Background: an optimization exercise with open tools, aiming at small area, a short achievable clock period and few clock cycles per item. Do not read the settings as production practice. RTL that was checked went through simulation tests only; none was proved equivalent to the original.

Setup of run 4:
==> flow/design.v (excerpt) <==
module samplerz_top (
  input  logic               clk,
  input  logic               rst_n_i,
  input  logic               start_i,
  input  logic [31:0]        mu_i,
  input  logic [15:0]        inv_sigma_prime_i,
  input  logic [15:0]        inv_sigma_sqr_div_2_i,
  input  logic               falcon_type_i,
  input  logic               rand_val_i,
  input  logic [23:0]        rand_cdt_i,
  input  logic               rand_b_i,
  input  logic [7:0]         rand_8_i,
  output logic               dout_val_o,
  output logic signed [15:0] w_o,
  output logic               request_rand_o,
  output logic               busy_o
);
Size: about 2,500 cells after synthesis, roughly 210 flip-flops, roughly 0.023 mm² of cells after synthesis.
Settings: LEC_CHECK=0, CAP_MARGIN=20, CORE_MARGIN=2, CORE_UTILIZATION=40, SETUP_SLACK_MARGIN=5, SLEW_MARGIN=20; clock period 11.0 ns.
run.sh (not shown) runs the stock make flow with config.mk's settings and CLKGATE_MAP_FILE= SYNTH_SCRIPT=/design/flow/synth_recipe.tcl, a recipe that flattens the netlist after the stock synthesis.
Testbench counts of run 4, summed over its fixed seeds: cycles 13,624, samples 2,400.
Relative to run 4, the following input files were edited for run 2:
==> flow/flow/run.sh (new file) <==
#!/bin/bash
set -euo pipefail
MARGIN=8
bash standard.sh synth > synth.log 2>&1
MK=$(grep '^make ' standard.sh | sed 's/ "\${@:-finish}"$//' | sed "s/SETUP_SLACK_MARGIN=[-0-9.]*/SETUP_SLACK_MARGIN=$MARGIN/")
eval "$MK finish" > layout.log 2>&1
bash standard.sh finish > write_def.log 2>&1
==> flow/standard.sh (new file) <==
#!/bin/bash
# synth_recipe.tcl (not shown) runs the flow's synth.tcl, then flattens the netlist and writes it again
# the make line also repeats each setting of config.mk as NAME=value (left out here)
make -C /OpenROAD-flow-scripts/flow DESIGN_CONFIG=/design/flow/config.mk WORK_HOME=/design/flow/orfs CLKGATE_MAP_FILE= SYNTH_SCRIPT=/design/flow/synth_recipe.tcl "${@:-finish}"
removed: flow/run.sh
Findings:
Compared with run 4, run 2 shows a higher final cell count without fillers.
Compared to run 4, run 2 has count of cells along the worst register-to-register path 3 higher.
As far as overall die width goes, run 2 and run 4 are indistinguishable; the numbers are identical.
In the tables for run 4 and run 2, number of global-route vias before repair reads lower with run 4.
Run 4 → run 2: worst hold slack down 0.0060 ns; cell count along the critical path moved up.
When run 2 is measured against run 4, its final instance area turns out about 10% higher.
Run 2: no failed stages, no open violations at the end

* * *

JK:
Another version of the RTL of samplerz_top (not shown whole).
For scale: about 2400 cells after synthesis, about 120 I/O pins.
Settings: LEC_CHECK=0, CAP_MARGIN=20, CORE_MARGIN=2, CORE_UTILIZATION=60, SETUP_SLACK_MARGIN=5, SLEW_MARGIN=20, SYNTH_HIERARCHICAL=1, SYNTH_MINIMUM_KEEP_SIZE=0; clock period 11.0 ns.
standard.sh (not shown) runs the stock make flow with config.mk's settings and CLKGATE_MAP_FILE= SYNTH_SCRIPT=/design/flow/synth_recipe.tcl, a recipe that flattens the netlist after the stock synthesis.
==> flow/flow/run.sh <==
#!/bin/bash
# standard synthesis and layout, with the port buffers inserted as buf_1 cells
# (every input and output port still gets its own buffer)
set -euo pipefail
MARGIN=6
bash standard.sh synth > synth.log 2>&1
MK=$(grep '^make ' standard.sh | sed 's/ "\${@:-finish}"$//' | sed "s/SETUP_SLACK_MARGIN=[-0-9.]*/SETUP_SLACK_MARGIN=$MARGIN/")
eval "$MK \"BUFFER_PORTS_ARGS=-buffer_cell sky130_fd_sc_hd__buf_1\" finish" > layout.log 2>&1
bash standard.sh finish > write_def.log 2>&1
Testbench counts of JK, summed over its fixed seeds: cycles 13,624, samples 2,400.
> inputs changed (JK -> MS)
# JK
export LEC_CHECK = 0
export CAP_MARGIN = 20
export CORE_MARGIN = 2
export CORE_UTILIZATION = 60
export SETUP_SLACK_MARGIN = 5
export SLEW_MARGIN = 20
export SYNTH_HIERARCHICAL = 1
export SYNTH_MINIMUM_KEEP_SIZE = 0
create_clock -name core_clock -period 11.0 [get_ports {clk}]
# MS
export LEC_CHECK = 0
export CAP_MARGIN = 20
export CORE_MARGIN = 2
export CORE_UTILIZATION = 60
export SETUP_SLACK_MARGIN = 5
export SLEW_MARGIN = 20
export SYNTH_HIERARCHICAL = 1
export SYNTH_MINIMUM_KEEP_SIZE = 0
export TNS_END_PERCENT = 10
create_clock -name core_clock -period 11.0 [get_ports {clk}]
--- a/flow/flow/run.sh
+++ b/flow/flow/run.sh
@@ -5 +5 @@
-MARGIN=6
+MARGIN=5
Results
- From JK to MS the numbers moved as follows: filler cell count in the final layout picked up an extra about 13%; routed length per placed instance now sits lower; clock period minus final worst setup slack moved up.
- MS | stages: all done | timing, DRC, antenna: all pass
- Changes observed in MS relative to JK: area occupied by multi-input gates down about 6%, part of the cycle the worst path needs picked up an extra 3.3 points, share of cell area taken by multi-input logic gates grew by 2.2 points, count of cells along the worst register-to-register path -1.
- Number of instances resized during post-cts repair was lower in MS than in JK.
Here is what was changed in the inputs of AL compared with MS.
# MS
export LEC_CHECK = 0
export CAP_MARGIN = 20
export CORE_MARGIN = 2
export CORE_UTILIZATION = 60
export SETUP_SLACK_MARGIN = 5
export SLEW_MARGIN = 20
export SYNTH_HIERARCHICAL = 1
export SYNTH_MINIMUM_KEEP_SIZE = 0
export TNS_END_PERCENT = 10
create_clock -name core_clock -period 11.0 [get_ports {clk}]
# AL
export LEC_CHECK = 0
export CAP_MARGIN = 20
export CORE_MARGIN = 2
export CORE_UTILIZATION = 70
export SETUP_SLACK_MARGIN = 5
export SLEW_MARGIN = 20
export SYNTH_HIERARCHICAL = 1
export SYNTH_MINIMUM_KEEP_SIZE = 0
create_clock -name core_clock -period 11.0 [get_ports {clk}]
Notes after the runs:
Looking at initial detailed-routing violation count, AL sits about 23% above MS.
Via density per instance (AL / MS): 1.07
| setup slack | AL vs MS | 0.017 ns higher |
Total die area went down by more than 10% going from MS to AL.
Inputs modified between AL and TR:
# AL
export LEC_CHECK = 0
export CAP_MARGIN = 20
export CORE_MARGIN = 2
export CORE_UTILIZATION = 70
export SETUP_SLACK_MARGIN = 5
export SLEW_MARGIN = 20
export SYNTH_HIERARCHICAL = 1
export SYNTH_MINIMUM_KEEP_SIZE = 0
create_clock -name core_clock -period 11.0 [get_ports {clk}]
# TR
export LEC_CHECK = 0
export CAP_MARGIN = 0
export CORE_MARGIN = 2
export CORE_UTILIZATION = 60
export SETUP_SLACK_MARGIN = 5
export SLEW_MARGIN = 0
export SYNTH_HIERARCHICAL = 1
export SYNTH_MINIMUM_KEEP_SIZE = 0
create_clock -name core_clock -period 11.0 [get_ports {clk}]
Findings:
TR: PASS, flow complete, no timing, DRC or antenna violations. When TR is set beside AL, its sum of met3 wire segment lengths after detailed routing turns out to be 23% smaller. Core utilization: TR < AL. From AL to TR the numbers moved as follows: worst hold slack across all endpoints higher, final design instance area without fill higher, wire length of the first global-routing pass higher, worst-case setup margin in the final layout higher.

* * *

samplerz_top, a different RTL version from the one above (not shown whole).
For scale: roughly 2200 cells after synthesis, about 200 flip-flops, roughly 120 I/O pins, ~0.022 sq mm of cells after synthesis.
==> flow/config.mk <==
export PLATFORM = sky130hd
export DESIGN_NAME = samplerz_top
export DESIGN_NICKNAME = samplerz_top
export VERILOG_FILES = /design/flow/design.v
export SDC_FILE = /design/flow/constraint.sdc
export NUM_CORES = 4
export LEC_CHECK = 0
export CAP_MARGIN = 20
export CORE_MARGIN = 2
export CORE_UTILIZATION = 60
export SETUP_SLACK_MARGIN = 5
export SLEW_MARGIN = 20
export SYNTH_HIERARCHICAL = 1
export SYNTH_MINIMUM_KEEP_SIZE = 0
==> flow/constraint.sdc <==
create_clock -name core_clock -period 11.0 [get_ports {clk}]
set_input_delay 2.2000 -clock core_clock [delete_from_list [all_inputs] [get_ports {clk}]]
set_output_delay 2.2000 -clock core_clock [all_outputs]
set_load 0.01 [all_outputs]
==> flow/flow/run.sh <==
#!/bin/bash
# standard synthesis and layout, with the port buffers inserted as buf_1 cells
# (every input and output port still gets its own buffer)
set -euo pipefail
MARGIN=5
bash standard.sh synth > synth.log 2>&1
MK=$(grep '^make ' standard.sh | sed 's/ "\${@:-finish}"$//' | sed "s/SETUP_SLACK_MARGIN=[-0-9.]*/SETUP_SLACK_MARGIN=$MARGIN/")
eval "$MK \"BUFFER_PORTS_ARGS=-buffer_cell sky130_fd_sc_hd__buf_1\" finish" > layout.log 2>&1
bash standard.sh finish > write_def.log 2>&1
Testbench counts at the start, summed over its fixed seeds: cycles 13,624, samples 2,400.
==> next run, changes <==
--- a/flow/config.mk
+++ b/flow/config.mk
@@ -9,3 +9,3 @@
 export CORE_MARGIN = 2
-export CORE_UTILIZATION = 60
+export CORE_UTILIZATION = 80
 export SETUP_SLACK_MARGIN = 5
Effect: Register-to-register slack is worse by 180 ps. Synthesized cell count does not change. Worst hold slack stays flat. Cell area shrinks by 1.5%. Maximum frequency shrinks by 3.0%. Area after synthesis stays the same.

* * *

## run a
Another version of the RTL of samplerz_top (not shown whole).
For scale: about 210 flip-flops, about 120 I/O pins, roughly 0.024 mm² of cells after synthesis.
Settings: LEC_CHECK=0, CAP_MARGIN=20, CORE_MARGIN=2, CORE_UTILIZATION=40, SETUP_SLACK_MARGIN=3, SLEW_MARGIN=20; clock period 11.0 ns.
run.sh (not shown) runs the stock make flow with config.mk's settings and CLKGATE_MAP_FILE= SYNTH_SCRIPT=/design/flow/synth_recipe.tcl, a recipe that flattens the netlist after the stock synthesis.
Stock flow here: none of the scripts above is used.
> inputs changed (run a -> run b)
- SETUP_SLACK_MARGIN changed from 3 to 5
Findings:
Run a and run b ended up with nearly the same worst hold slack. Going from run a to run b, worst setup slack grows by 0.045 ns. Compared with run a, run b shows a lower fraction of area in clock buffers and inverters. After detailed routing, run a needs less wire than run b. Compared with run a, run b degrades normalized max-slew margin.
No run of this note included a check of the RTL's function; only the layout flow was run.

* * *

Another version of the RTL of samplerz_top (not shown whole).
For scale: ~120 I/O pins, ~0.022 mm^2 of cells after synthesis.
==> flow/config.mk <==
export PLATFORM = sky130hd
export DESIGN_NAME = samplerz_top
export DESIGN_NICKNAME = samplerz_top
export VERILOG_FILES = /design/flow/design.v
export SDC_FILE = /design/flow/constraint.sdc
export NUM_CORES = 4
export LEC_CHECK = 0
export CAP_MARGIN = 20
export CORE_MARGIN = 2
export CORE_UTILIZATION = 60
export SETUP_SLACK_MARGIN = 5
export SLEW_MARGIN = 20
export SYNTH_HIERARCHICAL = 1
export SYNTH_MINIMUM_KEEP_SIZE = 0
==> flow/constraint.sdc <==
create_clock -name core_clock -period 11.0 [get_ports {clk}]
set_input_delay 2.2000 -clock core_clock [delete_from_list [all_inputs] [get_ports {clk}]]
set_output_delay 2.2000 -clock core_clock [all_outputs]
set_load 0.01 [all_outputs]
standard.sh (not shown) runs the stock make flow with config.mk's settings and CLKGATE_MAP_FILE= SYNTH_SCRIPT=/design/flow/synth_recipe.tcl, a recipe that flattens the netlist after the stock synthesis.
Scripts as last shown in full above: flow/flow/run.sh
The first run completed with no timing, DRC or antenna violations.
Testbench counts at the start, summed over its fixed seeds: cycles 13,624, samples 2,400.
Edit:
--- a/flow/flow/run.sh
+++ b/flow/flow/run.sh
@@ -5 +5 @@
-MARGIN=5
+MARGIN=5.25
Outcome:
- non-clock buffer count rises by 17
- synthesized area does not change
- global-route usage went up by 0.19 points

* * *

samplerz_top again, from the RTL that the note above started with.
Settings: LEC_CHECK=0, CAP_MARGIN=20, CORE_MARGIN=2, CORE_UTILIZATION=55, SETUP_SLACK_MARGIN=5, SLEW_MARGIN=20, SYNTH_HIERARCHICAL=1, SYNTH_MINIMUM_KEEP_SIZE=0; clock period 11.0 ns.
==> flow/flow/run.sh <==
#!/bin/bash
# standard synthesis and layout, with the port buffers inserted as buf_1 cells
# and the timing repair aiming at a 5.25 ns setup margin (clock and constraints unchanged)
# (every input and output port still gets its own buffer)
set -euo pipefail
MARGIN=5.25
bash standard.sh synth > synth.log 2>&1
MK=$(grep '^make ' standard.sh | sed 's/ "\${@:-finish}"$//' | sed "s/SETUP_SLACK_MARGIN=[-0-9.]*/SETUP_SLACK_MARGIN=$MARGIN/")
eval "$MK \"BUFFER_PORTS_ARGS=-buffer_cell sky130_fd_sc_hd__buf_1\" finish" > layout.log 2>&1
bash standard.sh finish > write_def.log 2>&1
Testbench counts at the start, summed over its fixed seeds: cycles 13,624, samples 2,400.
Then changed:
--- a/flow/flow/run.sh
+++ b/flow/flow/run.sh
@@ -3 +2,0 @@
-# and the timing repair aiming at a 5.25 ns setup margin (clock and constraints unchanged)
@@ -6 +5 @@
-MARGIN=5.25
+MARGIN=5.4
- CORE_UTILIZATION: 55 -> 60
Outcome:
- The new run produced a clean layout
- wire length drops by 1.3%
- cell area rose by 0.51%
- worst setup slack improves by 0.038 ns

* * *

Another version of the RTL of samplerz_top (not shown whole).
Size: ~2,700 cells after synthesis, ~200 flip-flops, ~120 I/O pins, roughly 25,000 um^2 of cells after synthesis.
Settings: LEC_CHECK=0, CAP_MARGIN=20, CORE_MARGIN=2, CORE_UTILIZATION=40, SETUP_SLACK_MARGIN=5, SLEW_MARGIN=20; clock period 11.0 ns.
run.sh (not shown) runs the stock make flow with config.mk's settings and CLKGATE_MAP_FILE= SYNTH_SCRIPT=/design/flow/synth_recipe.tcl, a recipe that flattens the netlist after the stock synthesis.
Stock flow here: none of the scripts above is used.
Rerun with:
- ABC_CLOCK_PERIOD_IN_PS: default -> 4000
The changed run completed without violations.
Setup slack stays the same.
Wire length is unchanged.
Global-route usage stays the same.
Register-to-register slack is about the same.
Sequential cell count stays the same.
Cell area stays the same.
Function was not checked in any run of this note: the RTL went through the layout flow alone.

* * *

Setup of build 31:
RTL: one of the versions met above, not the one the previous note started from.
For scale: about 2400 cells after synthesis, about 200 flip-flops, about 120 I/O pins, about 0.023 mm^2 of cells after synthesis.
clock: 11.0 ns
lec_check: 0
cap_margin: 20
core_margin: 2
core_utilization: 40
setup_slack_margin: 5
slew_margin: 20
synth_hierarchical: 1
synth_minimum_keep_size: 0
Build 31 did not stop at any stage, and its layout met the timing, DRC and antenna checks.
Testbench counts of build 31, summed over its fixed seeds: cycles 13,624, samples 2,400.
For build 28, these inputs were changed with respect to build 31:
==> flow/flow/run.sh (new file) <==
#!/bin/bash
# standard synthesis and layout, with the port buffers inserted as buf_1 cells
# (every input and output port still gets its own buffer)
set -euo pipefail
MARGIN=5
bash standard.sh synth > synth.log 2>&1
MK=$(grep '^make ' standard.sh | sed 's/ "\${@:-finish}"$//' | sed "s/SETUP_SLACK_MARGIN=[-0-9.]*/SETUP_SLACK_MARGIN=$MARGIN/")
eval "$MK \"BUFFER_PORTS_ARGS=-buffer_cell sky130_fd_sc_hd__buf_1\" finish" > layout.log 2>&1
bash standard.sh finish > write_def.log 2>&1
==> flow/standard.sh (new file) <==
#!/bin/bash
# synth_recipe.tcl (not shown) runs the flow's synth.tcl, then flattens the netlist and writes it again
# the make line also repeats each setting of config.mk as NAME=value (left out here)
make -C /OpenROAD-flow-scripts/flow DESIGN_CONFIG=/design/flow/config.mk WORK_HOME=/design/flow/orfs CLKGATE_MAP_FILE= SYNTH_SCRIPT=/design/flow/synth_recipe.tcl "${@:-finish}"
diff --git a/flow/config.mk b/flow/config.mk
--- a/flow/config.mk
+++ b/flow/config.mk
@@ -10 +10 @@
-export CORE_UTILIZATION = 40
+export CORE_UTILIZATION = 60
removed: flow/run.sh
### Flow results
No run among build 31 and build 28 stopped early or left any final violation; all are clean.
Delta (build 28 minus build 31): share of the core filled with cells in the final layout moved up; clock tree buffer depth level; footprint of the multi-input gates level.
Going from build 31 to build 28, cell area shrank by a few percent.
Taking build 31 as the reference point, the final critical-path share of the clock period of build 28 falls by 0.35 points.
Build 28 vs build 31, launching element of the worst setup path: mb_q[14] vs mb_q[4]
For build 4, these inputs were changed with respect to build 28:
diff --git a/flow/flow/run.sh b/flow/flow/run.sh
--- a/flow/flow/run.sh
+++ b/flow/flow/run.sh
@@ -5 +5 @@
-MARGIN=5
+MARGIN=7
[summary]
Compared build 28 against build 4; insertion delay of the later-clocked pin in the worst-skew pair within noise. [compare] base=build 28 new=build 4: first-pass GRT wire length increased 9.6%, via count picked up an extra 8.3%, met2 demand-to-capacity share in global routing now sits higher. For post-detailed-routing wire length, dividing the value from build 28 by the value from build 4 gives 0.897. A critical path startpoint of mb_q[14] is what build 28 shows, while two_q[0] belongs to build 4. For the number of inverters outside the clock class in the layout, build 4 came in about 1.7% higher than build 28 did.

-- port drivers added, routing unchanged --
Ports are ideal in the flow. The routed layouts listed here were re-timed in OpenROAD. Step 1, drivers: a clkbuf_16 drives clk and a buf_2 each remaining input, both assumed. Step 2 also shifts input and output timing later by t, the mid clock arrival at the registers, as if the neighbouring blocks saw the same clock. a / b / c = ideal / step 1 / step 2; a / b = the first two.
run | t (ns) | slack for setup (ns) | hold WS [ns] | slew at the worst register clock pin (ns) | worst slew at a driven data input, ns
run 4 | 0.618 | 5.137 / 5.137 / 5.137 | 0.324 / 0.324 / 0.324 | 0.07 / 0.07 | 0.10
run 2 | 0.599 | 5.315 / 5.315 / 5.315 | 0.318 / 0.318 / 0.318 | 0.07 / 0.07 | 0.07
JK | 0.520 | 5.532 / 5.532 / 5.532 | 0.328 / 0.328 / 0.328 | 0.08 / 0.08 | 0.06
MS | 0.530 | 5.172 / 5.172 / 5.172 | 0.330 / 0.330 / 0.330 | 0.08 / 0.08 | 0.07
AL | 0.504 | 5.189 / 5.189 / 5.189 | 0.325 / 0.325 / 0.325 | 0.08 / 0.08 | 0.05
TR | 0.530 | 5.200 / 5.200 / 5.200 | 0.330 / 0.330 / 0.330 | 0.09 / 0.09 | 0.07
the first run of note 3 | 0.523 | 5.156 / 5.156 / 5.156 | 0.331 / 0.331 / 0.331 | 0.09 / 0.09 | 0.07
the second run of note 3 | 0.512 | 4.973 / 4.973 / 4.973 | 0.331 / 0.331 / 0.331 | 0.09 / 0.09 | 0.07
run a | 0.599 | 2.634 / 2.634 / 2.634 | 0.322 / 0.322 / 0.322 | 0.07 / 0.07 | 0.10
run b | 0.597 | 2.679 / 2.679 / 2.679 | 0.325 / 0.325 / 0.325 | 0.07 / 0.07 | 0.10
the first run of note 5 | 0.516 | 5.246 / 5.246 / 5.246 | 0.332 / 0.332 / 0.332 | 0.09 / 0.09 | 0.09
the second run of note 5 | 0.518 | 5.410 / 5.410 / 5.410 | 0.331 / 0.331 / 0.331 | 0.09 / 0.09 | 0.09
the first run of note 6 | 0.544 | 5.430 / 5.430 / 5.430 | 0.326 / 0.326 / 0.326 | 0.10 / 0.10 | 0.09
the second run of note 6 | 0.522 | 5.469 / 5.469 / 5.469 | 0.337 / 0.337 / 0.337 | 0.10 / 0.10 | 0.07
the first run of note 7 | 0.624 | 4.010 / 4.010 / 4.010 | 0.321 / 0.321 / 0.321 | 0.06 / 0.06 | 0.07
the second run of note 7 | 0.624 | 4.010 / 4.010 / 4.010 | 0.321 / 0.321 / 0.321 | 0.06 / 0.06 | 0.07
build 31 | 0.541 | 5.173 / 5.173 / 5.173 | 0.334 / 0.334 / 0.334 | 0.10 / 0.10 | 0.11
build 28 | 0.527 | 5.212 / 5.212 / 5.212 | 0.330 / 0.330 / 0.330 | 0.08 / 0.08 | 0.07
build 4 | 0.520 | 5.446 / 5.446 / 5.446 | 0.326 / 0.326 / 0.326 | 0.08 / 0.08 | 0.12
After both steps setup and hold are still met in every run listed.
